Context: an optimization exercise on an open-source flow, tuned for small area and a short achievable clock period. The choices shown serve that exercise and are no tape-out recipe. Only simulation tests tie the RTL to the original design; equivalence was not proved. Power and IR drop assume default switching activity.

## flow/design.v (module list and top-level ports; edited modules follow where they fit)
// module mag_fa: 10 lines
// module fft_mag_sq_frame: 715 lines
module fft_mag_sq_frame
#(
  parameter  int FFT_LEN = 64,
  localparam int IDX_W   = $clog2(FFT_LEN)
) (
  input  logic             aclk,
  input  logic             areset,
  input  logic [31:0]      slave_tdata,
  input  logic             slave_tvalid,
  output logic             slave_tready,
  output logic [31:0]      master_tdata,
  output logic             master_tvalid,
  input  logic             master_tready,
  output logic             master_tlast,
  output logic [IDX_W-1:0] peak_bin,
  output logic [31:0]      peak_mag,
  output logic             peak_valid
);
  // ...
==> flow/flow/run.sh <==
#!/bin/bash
set -euo pipefail
bash standard.sh "BUFFER_PORTS_ARGS=-buffer_cell sky130_fd_sc_hd__buf_1" finish > standard.log 2>&1
==> flow/standard.sh <==
#!/bin/bash
# synth_recipe.tcl (not shown) runs the flow's synth.tcl, then flattens the netlist and writes it again
# the make line also repeats each setting of config.mk as NAME=value (left out here)
make -C /OpenROAD-flow-scripts/flow DESIGN_CONFIG=/design/flow/config.mk WORK_HOME=/design/flow/orfs CLKGATE_MAP_FILE= SYNTH_SCRIPT=/design/flow/synth_recipe.tcl "${@:-finish}"
==> flow/config.mk <==
export PLATFORM = sky130hd
export DESIGN_NAME = fft_mag_sq_frame
export DESIGN_NICKNAME = fft_mag_sq_frame
export VERILOG_FILES = /design/flow/design.v
export SDC_FILE = /design/flow/constraint.sdc
export NUM_CORES = 4
export LEC_CHECK = 0
export ABC_CLOCK_PERIOD_IN_PS = 3300
export CAP_MARGIN = 20
export CORE_MARGIN = 2
export CORE_UTILIZATION = 40
export CTS_BUF_LIST = sky130_fd_sc_hd__clkbuf_8
export CTS_CLUSTER_DIAMETER = 50
export CTS_CLUSTER_SIZE = 16
export SETUP_SLACK_MARGIN = 3.5
export SLEW_MARGIN = 20
export SYNTH_HIERARCHICAL = 1
export SYNTH_MINIMUM_KEEP_SIZE = 0
==> flow/constraint.sdc <==
create_clock -name core_clock -period 7.0 [get_ports {aclk}]
set_input_delay 1.4000 -clock core_clock [delete_from_list [all_inputs] [get_ports {aclk}]]
set_output_delay 1.4000 -clock core_clock [all_outputs]
set_load 0.01 [all_outputs]
==> run_results.csv, run 1 <==
group,metric,value,unit
status,status,"no timing/DRC/antenna violations",
setup_path,crit_family,"adder cells",
setup_path,path_class,"flop to flop",
placement,placed_area,15500,µm²
cts,post_cts_resized,2,
floorplanning,die_h,196,µm
route,wirelength_met1,14200,µm
power_and_ir_drop,power.leakage,0.00641,µW
grt,grt_overflow,0,
setup_path,rrSetupSlack,3.55,ns
route,ant_nets,0,
floorplanning,core_area,36300,µm²
synth,syn-num-nets,1503,
placement,dpl.hpwl,23700,µm
synth,syn_avg_cell_area,12.2,µm²
timing,finalCriticalPeriod,3.45,ns
timing,finalWorstSetupSlack,3.55,ns
hold_path,hp-class,"flop to flop",
cts,cts.sinks,220,
floorplanning,die_w,196,µm
synth,synth_top_family_by_area,"adder cells",
timing,max_clock_freq,290,MHz
synth,yosys.area.top_type,"edfxtp_1",
power_and_ir_drop,powerDensity,418,nW/µm²
hold_path,min_to,"peak_mag_r[27]",
placement,placed_cells,1736,
layout,top_area_cell_class,"multi-input combinational cells",
layout,final_common_cell,"nand2_1",
layout,nClkBuffers,27,
cts,cts_buffers,27,
setup_path,worstRegToRegCells,6,
synth,synth_xor_area_share,2.99,%
synth,yosysMostFrequentCell,"nand2_1",
setup_path,r2r-start,"s1_im_r[6]",
layout,area_delta_synth_final,14.2,%
timing,period_share,49.2,%
power_and_ir_drop,p_int,4110,µW
synth,async_flop_share,0,%
layout,fillerInstances,3334,
==> inputs of run 2 (changes only) <==
--- a/flow/config.mk
+++ b/flow/config.mk
@@ -5,14 +5,14 @@
 export SDC_FILE = /design/flow/constraint.sdc
 export NUM_CORES = 4
 export LEC_CHECK = 0
-export ABC_CLOCK_PERIOD_IN_PS = 3300
+export ABC_CLOCK_PERIOD_IN_PS = 3100
 export CAP_MARGIN = 20
 export CORE_MARGIN = 2
 export CORE_UTILIZATION = 40
 export CTS_BUF_LIST = sky130_fd_sc_hd__clkbuf_8
 export CTS_CLUSTER_DIAMETER = 50
 export CTS_CLUSTER_SIZE = 16
-export SETUP_SLACK_MARGIN = 3.5
+export SETUP_SLACK_MARGIN = 3.7
 export SLEW_MARGIN = 20
 export SYNTH_HIERARCHICAL = 1
 export SYNTH_MINIMUM_KEEP_SIZE = 0
==> run 2 against run 1 <==
Still clean; register-to-register slack improved by 0.09 ns; via count grew 2.4%; setup slack gained 0.086 ns; combinational power increased by 2%; die area stayed put; global-route usage is 0.46 points higher; clock-buffer cell count grew 2; non-clock buffer count is 9 higher; hold slack better by 0.0044 ns.
==> run_results.csv, run 2 <==
group,metric,value,unit
grt,grt_max_degree,92,
cts,cts_tree,"done",
power_and_ir_drop,p_int,4170,µW
floorplanning,start_util,40.4,%
timing,worstMarginPinSlew,0.821,ns
route,drt-wirelength-per-cell,18.0,µm
timing,finalWorstSetupSlack,3.64,ns
synth,syn_avg_cell_area,12.2,µm²
setup_path,required,7.36,ns
setup_path,crit_family,"adder cells",
synth,syn_inst,1203,
placement,dpl.hpwl,23600,µm
layout,diodes,0,
synth,yosys-top-cells-count,"nand2_1, fa_1, edfxtp_1",
setup_path,crit_fanout,4,
power_and_ir_drop,seq_power_share,31.3,%
power_and_ir_drop,comb_power_share,54.2,%
timing,finalCriticalPeriod,3.36,ns
route,wirelength,33600,µm
cts,clock_path_buffers,3,
layout,final_cell_mix,"nand2_1, edfxtp_1, fa_1",
cts,htreeDepth,1,
power_and_ir_drop,max-vdd-ir-drop,0.194,mV
layout,largest_reg_flops,70,
timing,max_clock_freq,298,MHz
timing,tns,0,ns
synth,yosysSeqAreaShare,41.8,%
placement,gp_congestion,0.901,
placement,placed_cells,1736,
layout,top_register,"s2_bits_r",
route,dr_wl_met2,15300,µm
power_and_ir_drop,p_sw_share,41.1,%
synth,syn-num-nets,1503,
setup_path,path_cells,"buf_4 -> and2_4 -> ha_4 -> inv_2 -> fa_1 -> fa_2 -> fa_1 -> fa_1",
floorplanning,row_count,70,
run,max_cap_viol_count,0,
route,viasPerCell,5.09,
setup_path,rrSetupSlack,3.64,ns
power_and_ir_drop,power.leakage,0.00647,µW
hold_path,min_to,"peak_bin_r[2]",
layout,area_delta_synth_final,16.1,%
timing,fin_skew,0.0204,ns
floorplanning,die_area,38200,µm²
grt,grt_overflow,0,
layout,instances_no_fill,1872,
setup_path,r2r-start,"s1_re_r[12]",
synth,synth.area.top_cells,"edfxtp_1, fa_1, dfxtp_1",
timing,setup_viol,0,
synth,yosys.area.top_type,"edfxtp_1",
setup_path,cp-start-kind,"flop",
synth,yosys.cell_types.count,54,
setup_path,slowest_stage,"fa_2",
floorplanning,die_w,196,µm
synth,synth_edf_count,172,
layout,final_common_cell,"nand2_1",
cts,cts_root_buffer,"clkbuf_8",
floorplanning,io_pins,110,
status,status,"no timing/DRC/antenna violations",
layout,final_util,46.8,%
route,drcViolationCount,0,
hold_path,hold_start,"peak_bin_r[2]",
route,dr.max_layer_used,"met4",
setup_path,worstRegToRegCells,8,
grt,grt_pass1_wl,53700,µm
timing,hold_violations,0,
route,wirelength_met1,14200,µm
synth,yosysWarningCount,7,
power_and_ir_drop,p_clk_share,14.5,%
synth,synth.cell_area,14700,µm²
cts,cts.sinks,220,
route,num_vias,9533,
cts,clock_latency,0.61,ns
setup_path,cpPeakStageDelay,0.61,ns
placement,numPortBuffers,109,
timing,period_share,48.0,%
layout,nets,1683,
timing,slew_headroom,45.3,%
setup_path,critPathBufInv,2,
route,dr.pass1.iters,5,
route,ant_nets,0,
grt,grt_pass1_vias,9977,
cts,clkTransAtPathRegs,0.09,ns
grt,antenna_found_initial,0,
setup_path,worstSetupEndpointType,"flop",
timing,rsz0062_at_grt,"yes",
floorplanning,core_area,36300,µm²
setup_path,crit_path_frequent_cell,"fa_1",
power_and_ir_drop,p_switching,2910,µW
setup_path,path_class,"flop to flop",
synth,ys_ff_latch,220,
placement,place_ws,3.34,ns
setup_path,reg2reg_to,"s2_bits_r[21]",
synth,synth_top_area_share,35.2,%
cts,cts_buffers,27,
power_and_ir_drop,powerDensity,416,nW/µm²
synth,async_flop_share,0,%
hold_path,holdPathStages,1,
setup_path,critPathArrivalTime,3.72,ns
route,drtIter0Drc,578,
route,wl_met3,2950,µm
floorplanning,die_h,196,µm
layout,layout-drive-gt1-share,16.0,%
hold_path,hp-class,"flop to flop",
synth,synth-main-ff-cell,"edfxtp_1",
timing,slew_violations,0,
synth,yosysMostFrequentCell,"nand2_1",
grt,grt_use_total,18.0,%
## run 2: cell counts after synthesis
Identical to the previous run, type by type.
## run 2: worst max path at each step
stage,slack [ns],cells past startpoint,from,end
2_1_floorplan,3.71,7,s1_im_r[8],s2_bits_r[32]
5_1_grt,3.55,9,s1_re_r[11],s2_bits_r[21]
3_3_place_gp,3.43,3,master_tready,s1_re_r[15]
4_1_cts,3.66,8,s1_re_r[12],s2_bits_r[21]
6_report,3.64,8,s1_re_r[12],s2_bits_r[21]
3_5_place_dp,3.34,6,s1_re_r[12],s2_bits_r[21]
## run 2: per-module statistics from Yosys (local to each module, per instance)
| module | flip-flops and latches | copies in the design |
|---|---|---|
| mag_fa | 0 | 186 |
| fft_mag_sq_frame | 220 | 1 |
## run 2: routing by layer
layer	GRT usage, %	vias to the layer above
met4	6.25	0
met2	28.6	381
met1	23.8	4670
met3	4.97	93
met5	0	-
li1	-	4389
## run 2: power by group through the flow
stage	registers (µW)	clock network, µW	logic [µW]
floorplan	2220	0	2660
global placement	2320	0	3500
detailed placement	2330	0	3620
CTS	2230	1070	3780
global route	2260	1120	4370
finish	2220	1030	3830
## run 2: logic make-up (layout without fill, tap and decap cells)
logic type               Yosys count  count (layout)  share of synthesized area, %
AND/OR/NAND/NOR                  351             351                          10.5
adder cells (fa/ha/maj)          264             264                          32.1
flip-flops                       220             220                          41.8
buffers and inverters            155             356                          4.06
AO/OA/AOI/OAI                    122             122                          5.39
XOR/XNOR                          50              50                          2.99
multiplexers                      41              41                          3.12
## run 2: what timing repair did
| action | 4_1_cts | 5_1_grt |
|---|---|---|
| hold buffers | 0 | 0 |
| resized for setup | 17 | 30 |
| endpoints found under the hold margin | 0 | 0 |
| endpoints found under the setup margin | 87 | 16 |
| pin swaps | 9 | 16 |
| setup buffers | 74 | 11 |
| gates cloned | 1 | 0 |
## run 2: cell type report
| class | count | area [µm²] |
|---|---|---|
| Clock buffer | 29 | 399 |
| Clock inverter | 21 | 228 |
| Fill cell | 3287 | 19300 |
| Inverter | 108 | 409 |
| Multi-Input combinational cell | 828 | 8070 |
| Sequential cell | 220 | 6130 |
| Tap cell | 468 | 586 |
| Timing Repair Buffer | 198 | 1200 |
## run 2: per-stage QoR
stage / total power (µW) / hold slack [ns] / area (µm²)
detailed placement: 5940 / 0.462 / 15500
global route: 7750 / 0.491 / 17000
CTS: 7080 / 0.481 / 16800
floorplan: 4890 / 0.460 / 14700
finish: 7080 / 0.478 / 17000
global placement: 5820 / 0.457 / 15500
==> inputs of run 3 (changes only) <==
==> flow/flow/run.sh (replaced) <==
#!/bin/bash
set -euo pipefail
bash standard.sh \
  "BUFFER_PORTS_ARGS=-buffer_cell sky130_fd_sc_hd__buf_1" \
  "CTS_ARGS=-sink_clustering_enable -repair_clock_nets -sink_clustering_size 16 -sink_clustering_max_diameter 50 -buf_list sky130_fd_sc_hd__clkbuf_8 -dont_use_dummy_load" \
  finish > standard.log 2>&1
==> run 3 against run 2 <==
Clock-buffer cell count decreased by 2; via count decreased by 0.77%; hold slack lost 0.013 ns; non-clock buffer count increased by 5; core utilization down 0.55 points; synthesized cell count stayed put; critical path depth rose by 2; register-to-register slack barely moved; combinational power hardly changed; sequential share of layout area is 0.43 points higher; global-route usage down 0.11 points; largest cell class unchanged; highest routed layer unchanged.
==> run_results.csv, run 3 <==
group,metric,value,unit
timing,max_clock_freq,297,MHz
layout,final_cell_mix,"nand2_1, edfxtp_1, fa_1",
grt,grt_use_total,17.9,%
route,drt-wirelength-per-cell,18.1,µm
setup_path,path_class,"flop to flop",
placement,numPortBuffers,109,
cts,hold_buffers,0,
grt,antenna_found_initial,1,
timing,finalCriticalPeriod,3.37,ns
grt,grt_pass1_wl,53500,µm
synth,synth.area.top_cells,"edfxtp_1, fa_1, dfxtp_1",
timing,setup_viol,0,
timing,slew_headroom,44.7,%
setup_path,worst-path-stages,10,
setup_path,path_cells,"buf_4 -> buf_6 -> buf_6 -> and2_1 -> ha_1 -> inv_1 -> fa_1 -> fa_2 -> fa_2 -> fa_1",
route,ant_nets,0,
synth,yosysMostFrequentCell,"nand2_1",
setup_path,critPathBufInv,4,
setup_path,reg2reg_to,"s2_bits_r[6]",
setup_path,worstRegToRegCells,10,
route,drtIter0Drc,606,
floorplanning,die_h,196,µm
synth,syn_avg_cell_area,12.2,µm²
layout,largest_reg_flops,70,
setup_path,rrSetupSlack,3.63,ns
placement,dpl.hpwl,23600,µm
synth,yosys.area.top_type,"edfxtp_1",
synth,yosys-top-cells-count,"nand2_1, fa_1, edfxtp_1",
status,status,"no timing/DRC/antenna violations",
route,num_vias,9460,
layout,layout-drive-gt1-share,15.3,%
synth,syn-num-nets,1503,
setup_path,worstSetupEndpointType,"flop",
cts,clkTransAtPathRegs,0.08,ns
timing,tns,0,ns
cts,cts_tree,"done",
setup_path,critPathArrivalTime,3.66,ns
layout,area_delta_synth_final,14.7,%
cts,clock_latency,0.59,ns
power_and_ir_drop,powerDensity,405,nW/µm²
cts,cts_buffers,27,
setup_path,cpPeakStageDelay,0.47,ns
setup_path,crit_fanout,3,
hold_path,hp-class,"flop to flop",
power_and_ir_drop,power,6810,µW
route,drcViolationCount,0,
floorplanning,die_area,38200,µm²
floorplanning,core_area,36300,µm²
synth,yosysWarningCount,7,
synth,synth.cell_area,14700,µm²
timing,rsz0062_at_grt,"yes",
layout,top_register,"s2_bits_r",
setup_path,slowest_stage,"edfxtp_1",
hold_path,min_to,"run_max_r[25]",
hold_path,holdPathStages,0,
floorplanning,start_util,40.4,%
synth,synth-main-ff-cell,"edfxtp_1",
setup_path,cp-start-kind,"flop",
timing,slew_violations,0,
route,dr.pass1.iters,7,
layout,nets,1688,
run,max_cap_viol_count,0,
hold_path,hold_start,"s3_mag_r[25]",
setup_path,required,7.29,ns
setup_path,crit_family,"adder cells",
timing,period_share,48.1,%
layout,final_common_cell,"nand2_1",
route,wirelength,33600,µm
timing,worstMarginPinSlew,0.829,ns
cts,htreeDepth,1,
synth,synth_edf_count,172,
synth,syn_inst,1203,
floorplanning,die_w,196,µm
floorplanning,row_count,70,
synth,yosysSeqAreaShare,41.8,%
grt,grt_max_degree,92,
timing,hold_violations,0,
floorplanning,io_pins,110,
synth,async_flop_share,0,%
timing,fin_skew,0.0488,ns
power_and_ir_drop,max-vdd-ir-drop,0.186,mV
cts,cts_root_buffer,"clkbuf_8",
route,viasPerCell,5.10,
synth,ys_ff_latch,220,
synth,synth_top_area_share,35.2,%
grt,grt_overflow,0,
placement,gp_congestion,0.901,
power_and_ir_drop,power.leakage,0.00638,µW
grt,grt_pass1_vias,9923,
cts,clock_path_buffers,3,
setup_path,r2r-start,"s1_re_r[1]",
layout,diodes,0,
cts,cts.sinks,220,
synth,yosys.cell_types.count,54,
run 3: kinds of logic after synthesis:
kind of cell | count (synthesis) | share of synthesized area, %
AND/OR/NAND/NOR | 351 | 10.5
adder cells (fa/ha/maj) | 264 | 32.1
flip-flops | 220 | 41.8
buffers and inverters | 155 | 4.06
AO/OA/AOI/OAI | 122 | 5.39
XOR/XNOR | 50 | 2.99
multiplexers | 41 | 3.12
run 3: stage by stage:
step	hold slack (ns)	worst slack (ns)	cells	area, µm²	util (%)
2_1_floorplan	0.460	3.71	1203	14700	-
3_3_place_gp	0.457	3.43	1736	15500	42.7
3_5_place_dp	0.462	3.34	1736	15500	42.7
4_1_cts	0.465	3.63	1840	16600	45.6
5_1_grt	0.470	3.56	1854	16800	46.3
6_report	0.465	3.63	1854	16800	46.3
run 3: area by class of cell:
cell class              instances  area, µm²
clock buffers                  27        372
flip-flops and latches        220       6130
repair buffers                203       1260
fillers                      3304      19500
well taps                     468        586
inverters                     108        415
multi-input cells             828       8060
run 3: how the worst max path moves through the flow:
stage | from | end | slack [ns]
after floorplan | s1_im_r[8] | s2_bits_r[32] | 3.71
after global placement | master_tready | s1_re_r[15] | 3.43
final | s1_re_r[1] | s2_bits_r[6] | 3.63
after detailed placement | s1_re_r[12] | s2_bits_r[21] | 3.34
after global routing | s1_re_r[1] | s2_bits_r[6] | 3.56
after CTS | s1_re_r[1] | s2_bits_r[21] | 3.63
run 3: layer usage:
metal / share of wire, % / global-route usage, % / routed length (µm) / vias up
met5: 0 / 0 / 0 / -
met4: 3.4 / 5.43 / 1140 / 0
met3: 8.2 / 4.78 / 2750 / 89
met2: 46 / 28.8 / 15300 / 350
met1: 43 / 23.8 / 14400 / 4649
li1: - / - / - / 4372
run 3: power by group:
part	total (µW)	switching, µW	internal, µW
logic	3840	2180	1660
clock network	756	418	339
registers	2220	192	2030
run 3: modules after synthesis, one instance, submodules excluded:
module            flops+latches  copies in the design  cells inside
mag_fa                        0                   186             1
fft_mag_sq_frame            220                     1          1017
run 3: timing repair:
action	in CTS	in global routing
pin swaps	7	17
gates resized for setup	17	35
setup endpoints to repair	87	16
setup buffers	77	14
==> inputs of run 4 (changes only) <==
--- a/flow/config.mk
+++ b/flow/config.mk
@@ -16,3 +16,4 @@
 export SLEW_MARGIN = 20
 export SYNTH_HIERARCHICAL = 1
 export SYNTH_MINIMUM_KEEP_SIZE = 0
+export TNS_END_PERCENT = 5
==> run 4 against run 3 <==
Still clean; combinational power decreased by 2%; clock-buffer cell count rose by 2; die area unchanged; synthesized cell count did not move; synthesized area unchanged; first-iteration DRC count up 9.6%; clock power is 3.7% higher; power is 0.51% lower; cell area decreased by 1.9%; global-route usage fell by 0.072 points; critical path depth is 4 lower; clock skew is 0.040 ns higher; critical path type unchanged; highest routed layer unchanged.
==> run_results.csv, run 4 <==
group,metric,value,unit
setup_path,worstSetupEndpointType,"flop",
setup_path,path_class,"flop to flop",
setup_path,cp-start-kind,"flop",
synth,yosys.cell_types.count,54,
synth,synth.area.top_cells,"edfxtp_1, fa_1, dfxtp_1",
setup_path,endpoint,"s2_bits_r[19]",
grt,antenna_found_initial,0,
route,dr.pass1.iters,6,
setup_path,rrSetupSlack,3.60,ns
layout,diodes,0,
timing,rsz0062_at_grt,"yes",
cts,cts_tree,"done",
synth,yosysWarningCount,7,
grt,met3_usage,3.56,%
power_and_ir_drop,seq_power_share,32.8,%
layout,final_common_cell,"nand2_1",
setup_path,crit_path_frequent_cell,"fa_1",
setup_path,crit_fanout,15,
timing,slew_violations,0,
layout,finalInstanceArea,16500,µm²
placement,gp_congestion,0.889,
synth,syn_avg_cell_area,12.2,µm²
synth,yosysMostFrequentCell,"nand2_1",
timing,hold_violations,0,
timing,period_share,48.5,%
setup_path,crit_start,"s1_im_r[6]",
hold_path,hp-class,"flop to flop",
status,status,"no timing/DRC/antenna violations",
setup_path,slowest_stage,"edfxtp_1",
power_and_ir_drop,p_clk_share,11.6,%
timing,tns,0,ns
run,max_cap_viol_count,0,
power_and_ir_drop,powerDensity,411,nW/µm²
power_and_ir_drop,p_sw_share,41.0,%
route,drcViolationCount,0,
grt,met2_usage,28.5,%
timing,worstMarginPinSlew,0.784,ns
synth,synth_top_area_share,35.2,%
layout,final_cell_mix,"nand2_1, fa_1, edfxtp_1",
cts,cts_root_buffer,"clkbuf_8",
grt,grt_use_total,17.8,%
cts,clock_latency,0.60,ns
cts,clkTransAtPathRegs,0.07,ns
synth,yosysSeqAreaShare,41.8,%
synth,synth.cell_area,14700,µm²
layout,nets,1670,
route,num_vias,9341,
timing,setup_viol,0,
floorplanning,core_area,36300,µm²
timing,fin_skew,0.0891,ns
power_and_ir_drop,power.leakage,0.00628,µW
placement,placed_area,15500,µm²
synth,async_flop_share,0,%
floorplanning,io_pins,110,
floorplanning,row_count,70,
grt,grt_max_degree,56,
setup_path,cpPeakStageDelay,0.86,ns
route,wirelength,32900,µm
power_and_ir_drop,comb_power_share,55.6,%
placement,numPortBuffers,109,
synth,ys_ff_latch,220,
synth,synth_edf_count,172,
timing,finalCriticalPeriod,3.40,ns
timing,max_clock_freq,294,MHz
cts,htreeDepth,1,
cts,clock_path_buffers,3,
floorplanning,die_area,38200,µm²
setup_path,reg2reg_to,"s2_bits_r[19]",
route,drtIter0Drc,664,
layout,layout-drive-gt1-share,11.5,%
setup_path,path_cells,"ha_1 -> inv_1 -> fa_1 -> fa_1 -> fa_1 -> fa_1",
route,ant_nets,0,
route,drt-wirelength-per-cell,17.9,µm
grt,grtUsageMet1,24.6,%
synth,synth-main-ff-cell,"edfxtp_1",
layout,largest_reg_flops,70,
setup_path,worstRegToRegCells,6,
synth,syn_inst,1203,
power_and_ir_drop,p_switching,2780,µW
layout,area_delta_synth_final,12.5,%
floorplanning,start_util,40.4,%
grt,grt_pass1_vias,9913,
setup_path,required,7.29,ns
cts,cts.sinks,220,
grt,grt_overflow,0,
cts,cts_buffers,29,
synth,yosys-top-cells-count,"nand2_1, fa_1, edfxtp_1",
floorplanning,die_w,196,µm
power_and_ir_drop,max-vdd-ir-drop,0.186,mV
synth,syn-num-nets,1503,
placement,dpl.hpwl,23800,µm
grt,grt_pass1_wl,53100,µm
route,viasPerCell,5.09,
power_and_ir_drop,p_int,4000,µW
grt,busiest_layer,"met2",
timing,slew_headroom,47.7,%
setup_path,critPathArrivalTime,3.69,ns
layout,top_register,"s2_bits_r",
synth,yosys.area.top_type,"edfxtp_1",
floorplanning,die_h,196,µm
setup_path,r2r-start,"s1_im_r[6]",
-- run 4: changes by cell type in the layout (fill, tap and decap cells not counted), sizes merged --
cell,before,now
clkbuf,28,30
inv,106,108
buf,202,182
clkinvlp,2,0
-- run 4: logic make-up after synthesis --
kind of cell	Yosys count	synth area share, %
AND/OR/NAND/NOR	351	10.5
adder cells (fa/ha/maj)	264	32.1
flip-flops	220	41.8
buffers and inverters	155	4.06
AO/OA/AOI/OAI	122	5.39
XOR/XNOR	50	2.99
multiplexers	41	3.12
-- run 4: worst min-delay path by stage --
| stage | to | start | cells after the start | slack (ns) |
|---|---|---|---|---|
| after floorplan | s1_valid_r | s1_valid_r | 2 | 0.46 |
| after global placement | peak_mag_r[7] | peak_mag_r[7] | 1 | 0.46 |
| after detailed placement | peak_mag_r[16] | peak_mag_r[16] | 1 | 0.46 |
| after CTS | run_max_r[23] | s3_mag_r[23] | 0 | 0.45 |
| after global routing | s3_valid_r | s2_valid_r | 2 | 0.47 |
| final | run_max_r[23] | s3_mag_r[23] | 0 | 0.45 |
-- run 4: layout make-up --
class                      count  area (µm²)
tap                          468         586
multi-input combinational    828        7960
inverter                     108         405
clock buffer                  29         399
timing repair buffer         183        1020
sequential                   220        6130
fill                        3345       19800
-- run 4: per-module statistics from Yosys, one instance, submodules excluded --
module,cells inside,copies in the design,flops+latches,area (µm²)
mag_fa,1,186,0,20.0
fft_mag_sq_frame,1017,1,220,10900
-- run 4: what timing repair did --
item | CTS | global route
buffers inserted | 69 | 2
pin swaps | 0 | 1
hold buffers | 0 | 0
setup endpoints to repair | 84 | 81
resized for setup | 5 | 0
-- run 4: metrics by stage --
stage          setup WS, ns  hold WS (ns)  instances  total power (µW)  utilization, %
2_1_floorplan          3.63         0.460       1203              4880               -
3_3_place_gp           3.39         0.456       1736              5830            42.7
3_5_place_dp           3.34         0.462       1736              5950            42.7
4_1_cts                3.65         0.450       1834              6830            45.4
5_1_grt                3.53         0.470       1836              7440            45.4
6_report               3.60         0.453       1836              6780            45.4
-- run 4: layer usage --
metal	part of all wire, %	up-vias
met2	45	348
li1	-	4335
met1	44	4593
met5	0	-
met4	3.0	0
met3	7.5	65
-- run 4: worst max-delay path, delay by kind of cell, from the launching register on --
kind                     cells  cell delay [ns]
flip-flops                   1             0.86
adder cells (fa/ha/maj)      5             2.18
buffers and inverters        1             0.10
-- run 4: power by group through the flow --
| stage | clock [µW] | sequential [µW] | combinational, µW |
|---|---|---|---|
| 3_3_place_gp | 0 | 2320 | 3520 |
| 3_5_place_dp | 0 | 2330 | 3620 |
| 5_1_grt | 867 | 2270 | 4310 |
| 6_report | 784 | 2230 | 3770 |
| 4_1_cts | 824 | 2230 | 3780 |
| 2_1_floorplan | 0 | 2220 | 2660 |
==> inputs of run 5 (changes only) <==
--- a/flow/config.mk
+++ b/flow/config.mk
@@ -5,14 +5,14 @@
 export SDC_FILE = /design/flow/constraint.sdc
 export NUM_CORES = 4
 export LEC_CHECK = 0
-export ABC_CLOCK_PERIOD_IN_PS = 3100
+export ABC_CLOCK_PERIOD_IN_PS = 3000
 export CAP_MARGIN = 20
 export CORE_MARGIN = 2
 export CORE_UTILIZATION = 40
 export CTS_BUF_LIST = sky130_fd_sc_hd__clkbuf_8
 export CTS_CLUSTER_DIAMETER = 50
 export CTS_CLUSTER_SIZE = 16
-export SETUP_SLACK_MARGIN = 3.7
+export SETUP_SLACK_MARGIN = 3.85
 export SLEW_MARGIN = 20
 export SYNTH_HIERARCHICAL = 1
 export SYNTH_MINIMUM_KEEP_SIZE = 0
==> run 5 against run 4 <==
First-iteration DRC count is 2.0% higher; largest cell class unchanged; die area stayed put; flip-flop and latch count is the same; still clean on timing, DRC and antenna; sequential share of layout area fell by 0.31 points; clock-buffer cell count did not move; global-route usage grew 0.28 points; clock power about the same; critical path depth is 1 higher; combinational power barely moved; setup slack gained 0.098 ns; routed wire length is 1.5% higher.
==> run_results.csv, run 5 <==
group,metric,value,unit
status,status,"no timing/DRC/antenna violations",
power_and_ir_drop,power.leakage,0.00634,µW
route,ant_nets,0,
timing,finalCriticalPeriod,3.30,ns
floorplanning,start_util,40.4,%
synth,synth_edf_count,172,
synth,ys_ff_latch,220,
layout,fillerInstances,3326,
cts,clock_latency,0.60,ns
layout,final_cell_mix,"nand2_1, fa_1, edfxtp_1",
power_and_ir_drop,max-vdd-ir-drop,0.186,mV
cts,cts_root_buffer,"clkbuf_8",
cts,cts.sinks,220,
layout,layout-drive-gt1-share,12.7,%
cts,cts_tree,"done",
timing,worstMarginPinSlew,0.688,ns
setup_path,critPathBufInv,1,
route,viasPerCell,5.11,
synth,synth_xor_area_share,2.99,%
power_and_ir_drop,power,6790,µW
timing,fin_skew,0.0880,ns
layout,final_common_cell,"nand2_1",
power_and_ir_drop,powerDensity,408,nW/µm²
synth,synthAdderAreaFrac,32.1,%
floorplanning,die_h,196,µm
grt,grt_use_total,18.1,%
route,dr.pass1.iters,5,
timing,hold_violations,0,
placement,placed_cells,1736,
synth,synth_top_family_by_area,"adder cells",
synth,syn_avg_cell_area,12.2,µm²
layout,largest_reg_flops,70,
setup_path,cpPeakStageDelay,0.53,ns
cts,clkTransAtPathRegs,0.08,ns
setup_path,slowest_stage,"fa_1",
timing,max_clock_freq,303,MHz
setup_path,crit_fanout,5,
floorplanning,die_area,38200,µm²
grt,grt_overflow,0,
synth,yosysMostFrequentCell,"nand2_1",
layout,top_register,"s2_bits_r",
synth,yosysWarningCount,7,
route,drcViolationCount,0,
timing,rsz0062_at_grt,"yes",
synth,synth_compound_area_share,5.39,%
layout,multi_input_area,7970,µm²
layout,area_delta_synth_final,13.5,%
grt,grt_max_degree,56,
route,num_vias,9438,
synth,synthMuxAreaShare,3.12,%
timing,tns,0,ns
synth,yosys-top-cells-count,"nand2_1, fa_1, edfxtp_1",
route,drtIter0Drc,677,
synth,synth_top_area_share,35.2,%
synth,synth-simple-area-share,10.5,%
placement,gp_congestion,0.889,
layout,instances_no_fill,1847,
grt,grt_pass1_wl,53800,µm
setup_path,crit_path_frequent_cell,"fa_1",
layout,nets,1681,
synth,async_flop_share,0,%
synth,synth.cell_area,14700,µm²
hold_path,hp-class,"flop to flop",
timing,period_share,47.1,%
setup_path,cp-start-kind,"flop",
layout,finalInstanceArea,16600,µm²
route,drt-wirelength-per-cell,18.1,µm
timing,setup_viol,0,
route,wirelength,33400,µm
layout,ff_latch_area,6130,µm²
placement,numPortBuffers,109,
floorplanning,die_w,196,µm
cts,htreeDepth,1,
placement,placed_area,15500,µm²
setup_path,path_cells,"buf_4 -> nand2_1 -> fa_1 -> fa_1 -> fa_1 -> fa_1 -> fa_1",
timing,slew_violations,0,
setup_path,critPathArrivalTime,3.64,ns
cts,clock_path_buffers,3,
grt,grt_pass1_vias,9991,
floorplanning,io_pins,110,
synth,synth-main-ff-cell,"edfxtp_1",
setup_path,worstSetupEndpointType,"flop",
floorplanning,core_area,36300,µm²
cts,hold_buffers,0,
layout,diodes,0,
synth,yosysSeqAreaShare,41.8,%
synth,syn_inst,1203,
grt,antenna_found_initial,0,
synth,yosys.area.top_type,"edfxtp_1",
placement,dpl.hpwl,23800,µm
synth,yosys.cell_types.count,54,
synth,syn-num-nets,1503,
setup_path,crit_family,"adder cells",
setup_path,path_class,"flop to flop",
cts,cts_buffers,29,
run,max_cap_viol_count,0,
floorplanning,row_count,70,
layout,final_util,45.8,%
synth,synth.area.top_cells,"edfxtp_1, fa_1, dfxtp_1",
timing,slew_headroom,54.2,%
setup_path,required,7.34,ns
==> run 5: area by class of cell <==
type / instances / share of cell area, %
inverters: 108 / 2.46
repair buffers: 194 / 6.92
multi-input cells: 828 / 47.9
flip-flops and latches: 220 / 36.8
clock buffers: 29 / 2.40
well taps: 468 / 3.52
==> run 5: worst paths after layout <==
kind	depth (start not counted)	startpoint	endpoint	slack, ns
worst max-delay path	7	s1_re_r[9]	s2_bits_r[17]	3.70
worst max register to register	7	s1_re_r[9]	s2_bits_r[17]	3.70
worst min-delay path	0	s3_mag_r[23]	run_max_r[23]	0.45
worst min register to register	0	s3_mag_r[23]	run_max_r[23]	0.45
==> run 5: cells by family after synthesis <==
group	Yosys count
AOI/OAI and AO/OA	122
xor gates and xnor gates	50
adders and majority gates	264
buffers and inverters	155
DFF	220
muxes	41
and+or+nand+nor	351
==> run 5: through the flow <==
step | hold slack [ns] | setup WS (ns)
6_report | 0.453 | 3.70
5_1_grt | 0.470 | 3.60
4_1_cts | 0.450 | 3.70
3_5_place_dp | 0.462 | 3.34
3_3_place_gp | 0.456 | 3.39
2_1_floorplan | 0.460 | 3.63
==> run 5: what timing repair did <==
action / CTS / global route
pin swaps: 3 / 0
buffers inserted: 79 / 3
gates resized for setup: 9 / 4
endpoints found under the setup margin: 91 / 56
==> run 5: where the power goes <==
| part | internal (µW) | switching, µW | leakage (µW) |
|---|---|---|---|
| Sequential | 2030 | 194 | 0.00202 |
| Clock | 362 | 423 | 0.000209 |
| Combinational | 1630 | 2160 | 0.00411 |
==> run 5: routing by layer <==
metal  track usage [%]  up-vias  wire [µm]
met3              3.59       73       2350
met2              29.0      349      15400
met1              24.8     4657      14700
met4              5.97        0       1050
met5                 0        -          0
li1                  -     4359          -
==> run 5: modules after synthesis (local to each module, per instance) <==
module	area (µm²)	flops+latches	times used	cells
fft_mag_sq_frame	10900	220	1	1017
mag_fa	20.0	0	186	1
==> inputs of run 6 (changes only) <==
--- a/flow/config.mk
+++ b/flow/config.mk
@@ -5,14 +5,14 @@
 export SDC_FILE = /design/flow/constraint.sdc
 export NUM_CORES = 4
 export LEC_CHECK = 0
-export ABC_CLOCK_PERIOD_IN_PS = 3000
+export ABC_CLOCK_PERIOD_IN_PS = 2900
 export CAP_MARGIN = 20
 export CORE_MARGIN = 2
 export CORE_UTILIZATION = 40
 export CTS_BUF_LIST = sky130_fd_sc_hd__clkbuf_8
 export CTS_CLUSTER_DIAMETER = 50
 export CTS_CLUSTER_SIZE = 16
-export SETUP_SLACK_MARGIN = 3.85
+export SETUP_SLACK_MARGIN = 4.0
 export SLEW_MARGIN = 20
 export SYNTH_HIERARCHICAL = 1
 export SYNTH_MINIMUM_KEEP_SIZE = 0
==> run 6 against run 5 <==
Largest power group unchanged; register-to-register slack about the same; fmax increased by 0.16%; flip-flop and latch count unchanged; die area unchanged; sequential share of layout area decreased by 0.84 points; cell count increased by 0.65%; still clean; largest cell class unchanged; hold slack improved by 0.014 ns; combinational power increased by 2%; clock power decreased by 2%; synthesized cell count unchanged.
==> run_results.csv, run 6 <==
group,metric,value,unit
synth,yosysMostFrequentCell,"nand2_1",
timing,whs,0.467,ns
timing,period_share,47.1,%
grt,grt_max_degree,67,
floorplanning,start_util,40.4,%
cts,htreeDepth,1,
timing,rsz0062_at_grt,"yes",
synth,synth-main-ff-cell,"edfxtp_1",
grt,antenna_found_initial,1,
placement,dpl.hpwl,23700,µm
cts,clock_path_buffers,3,
synth,syn-num-nets,1503,
timing,max_clock_freq,304,MHz
synth,synthAdderAreaFrac,32.1,%
floorplanning,die_h,196,µm
timing,worstMarginPinSlew,0.818,ns
placement,placed_cells,1736,
setup_path,rrSetupSlack,3.71,ns
setup_path,crit_fanout,6,
hold_path,hp-class,"flop to flop",
route,wirelength,34000,µm
synth,synth.cell_area,14700,µm²
synth,synth.area.top_cells,"edfxtp_1, fa_1, dfxtp_1",
power_and_ir_drop,max-vdd-ir-drop,0.186,mV
synth,synth_edf_count,172,
timing,setup_viol,0,
route,drcViolationCount,0,
grt,busiest_layer,"met2",
timing,slew_violations,0,
synth,async_flop_share,0,%
setup_path,critPathArrivalTime,3.60,ns
route,ant_nets,0,
floorplanning,die_area,38200,µm²
layout,final_cell_mix,"nand2_1, edfxtp_1, fa_1",
grt,met3_usage,3.52,%
layout,multi_input_area,8100,µm²
synth,ys_ff_latch,220,
timing,hold_violations,0,
floorplanning,die_w,196,µm
layout,fillerInstances,3330,
timing,finalCriticalPeriod,3.29,ns
power_and_ir_drop,powerDensity,403,nW/µm²
cts,clock_latency,0.57,ns
synth,synth-simple-area-share,10.5,%
grt,grt_pass1_vias,9980,
synth,yosys.cell_types.count,54,
route,drtIter0Drc,681,
setup_path,worstRegToRegCells,9,
timing,slew_headroom,45.5,%
synth,synthMuxAreaShare,3.12,%
synth,yosys.area.top_type,"edfxtp_1",
cts,clkTransAtPathRegs,0.07,ns
cts,cts_root_buffer,"clkbuf_8",
synth,yosys-top-cells-count,"nand2_1, fa_1, edfxtp_1",
layout,largest_reg_flops,70,
layout,ff_latch_area,6130,µm²
setup_path,cp-start-kind,"flop",
route,drt-wirelength-per-cell,18.3,µm
synth,syn_avg_cell_area,12.2,µm²
layout,final_common_cell,"nand2_1",
floorplanning,core_area,36300,µm²
hold_path,holdPathStages,1,
status,status,"no timing/DRC/antenna violations",
route,dr.pass1.iters,5,
synth,synth_compound_area_share,5.39,%
timing,fin_skew,0.0431,ns
cts,hold_buffers,0,
placement,numPortBuffers,109,
power_and_ir_drop,power.leakage,0.00649,µW
floorplanning,row_count,70,
placement,place_ws,3.29,ns
synth,yosysWarningCount,7,
setup_path,required,7.31,ns
setup_path,path_class,"flop to flop",
synth,syn_inst,1203,
synth,synth_top_area_share,35.2,%
cts,cts.sinks,220,
layout,instances_no_fill,1859,
grt,grt_pass1_wl,53900,µm
grt,grtUsageMet1,24.6,%
cts,cts_tree,"done",
layout,area_delta_synth_final,16.1,%
timing,tns,0,ns
timing,finalWorstSetupSlack,3.71,ns
cts,cts_buffers,28,
run,max_cap_viol_count,0,
synth,synth_top_family_by_area,"adder cells",
floorplanning,io_pins,110,
synth,yosysSeqAreaShare,41.8,%
layout,nets,1692,
placement,gp_congestion,0.882,
layout,layout-drive-gt1-share,16.0,%
setup_path,worstSetupEndpointType,"flop",
grt,grt_use_total,18.1,%
synth,synth_xor_area_share,2.99,%
route,num_vias,9513,
route,viasPerCell,5.12,
grt,grt_overflow,0,
layout,top_register,"s2_bits_r",
grt,met2_usage,29.2,%
## run 6: cells by family after synthesis
family,Yosys count
compound gates,122
xor+xnor,50
buf+inv,155
fa+ha+maj,264
mux,41
flops,220
simple gates,351
## run 6: metal layers
metal  share of wire (%)  vias up
li1                    -     4385
met1                  44     4703
met2                  46      354
met3                 7.1       71
met4                 2.9        0
met5                   0        -
## run 6: final cells by class
type	instances	share of cell area [%]
antenna	1	0.0147
clock buffer	28	2.26
inverter	108	2.38
multi-input combinational	828	47.6
sequential	220	36.0
tap	468	3.44
timing repair buffer	206	8.34
## run 6: repair_timing
action                                  4_1_cts  5_1_grt
setup buffers                                86        7
gates cloned                                  1        0
resized for setup                            39       35
endpoints found under the setup margin      176       98
pin swaps                                    18       27
## run 6: worst max-delay path, stage by stage, from the launching register on
cell	delay [ns]
edfxtp_1	0.46
buf_6	0.17
buf_6	0.13
and2_1	0.14
ha_1	0.27
inv_1	0.06
fa_1	0.50
fa_1	0.52
fa_2	0.35
fa_1	0.43
## run 6: worst paths after layout
kind,from,endpoint
setup / recovery,s1_re_r[4],s2_bits_r[29]
hold / removal,s2_bits_r[6],s3_mag_r[6]
setup reg to reg,s1_re_r[4],s2_bits_r[29]
hold reg to reg,s2_bits_r[6],s3_mag_r[6]
## run 6: through the flow
stage / cell area (µm²) / power, µW / util (%)
2_1_floorplan: 14800 / 4900 / -
3_3_place_gp: 15500 / 5840 / 42.7
3_5_place_dp: 15500 / 5950 / 42.7
4_1_cts: 16900 / 6860 / 46.4
5_1_grt: 17000 / 7460 / 46.9
6_report: 17000 / 6860 / 46.9
## run 6: where the power goes
group	switching (µW)	total [µW]	internal, µW
clock	422	773	351
combinational	2210	3880	1660
sequential	180	2210	2030
## run 6: Yosys stat by module (local to each module, per instance)
module,flops+latches,cell area (µm²)
fft_mag_sq_frame,220,10900
mag_fa,0,20.0

[static timing again, ports no longer ideal]
In the flow no input, the clock included, has a driving cell. The finished layouts below were timed again as built, in two steps. Step 1 assumes that a clkbuf_16 drives the clock port and a buf_2 every other input. Step 2 moves the port delays by t, midway between the first and last clock arrival at a register: inputs arrive t later, outputs are due t later. That takes back most of the time a late clock gives input paths. Three values: ideal, step 1, step 2; two values: the first two.
run	shift t [ns]	slack for setup (ns)	hold slack, ns	worst data-port slew with drivers (ns)	cell pins on the clock port's net
run 1	0.635	3.554 / 3.554 / 3.554	0.473 / 0.473 / 0.473	0.06	1
run 2	0.648	3.639 / 3.639 / 3.639	0.478 / 0.478 / 0.478	0.05	1
run 3	0.617	3.633 / 3.633 / 3.633	0.465 / 0.465 / 0.465	0.05	1
run 4	0.599	3.603 / 3.603 / 3.603	0.453 / 0.453 / 0.453	0.05	1
run 5	0.598	3.701 / 3.701 / 3.637	0.453 / 0.453 / 0.453	0.05	1
run 6	0.609	3.706 / 3.690 / 3.548	0.467 / 0.467 / 0.467	0.06	1
After both steps every run listed still meets setup and hold. For run 6, which loses most, drivers alone change the setup slack by -0.016 ns; drivers and shift together by -0.158 ns.
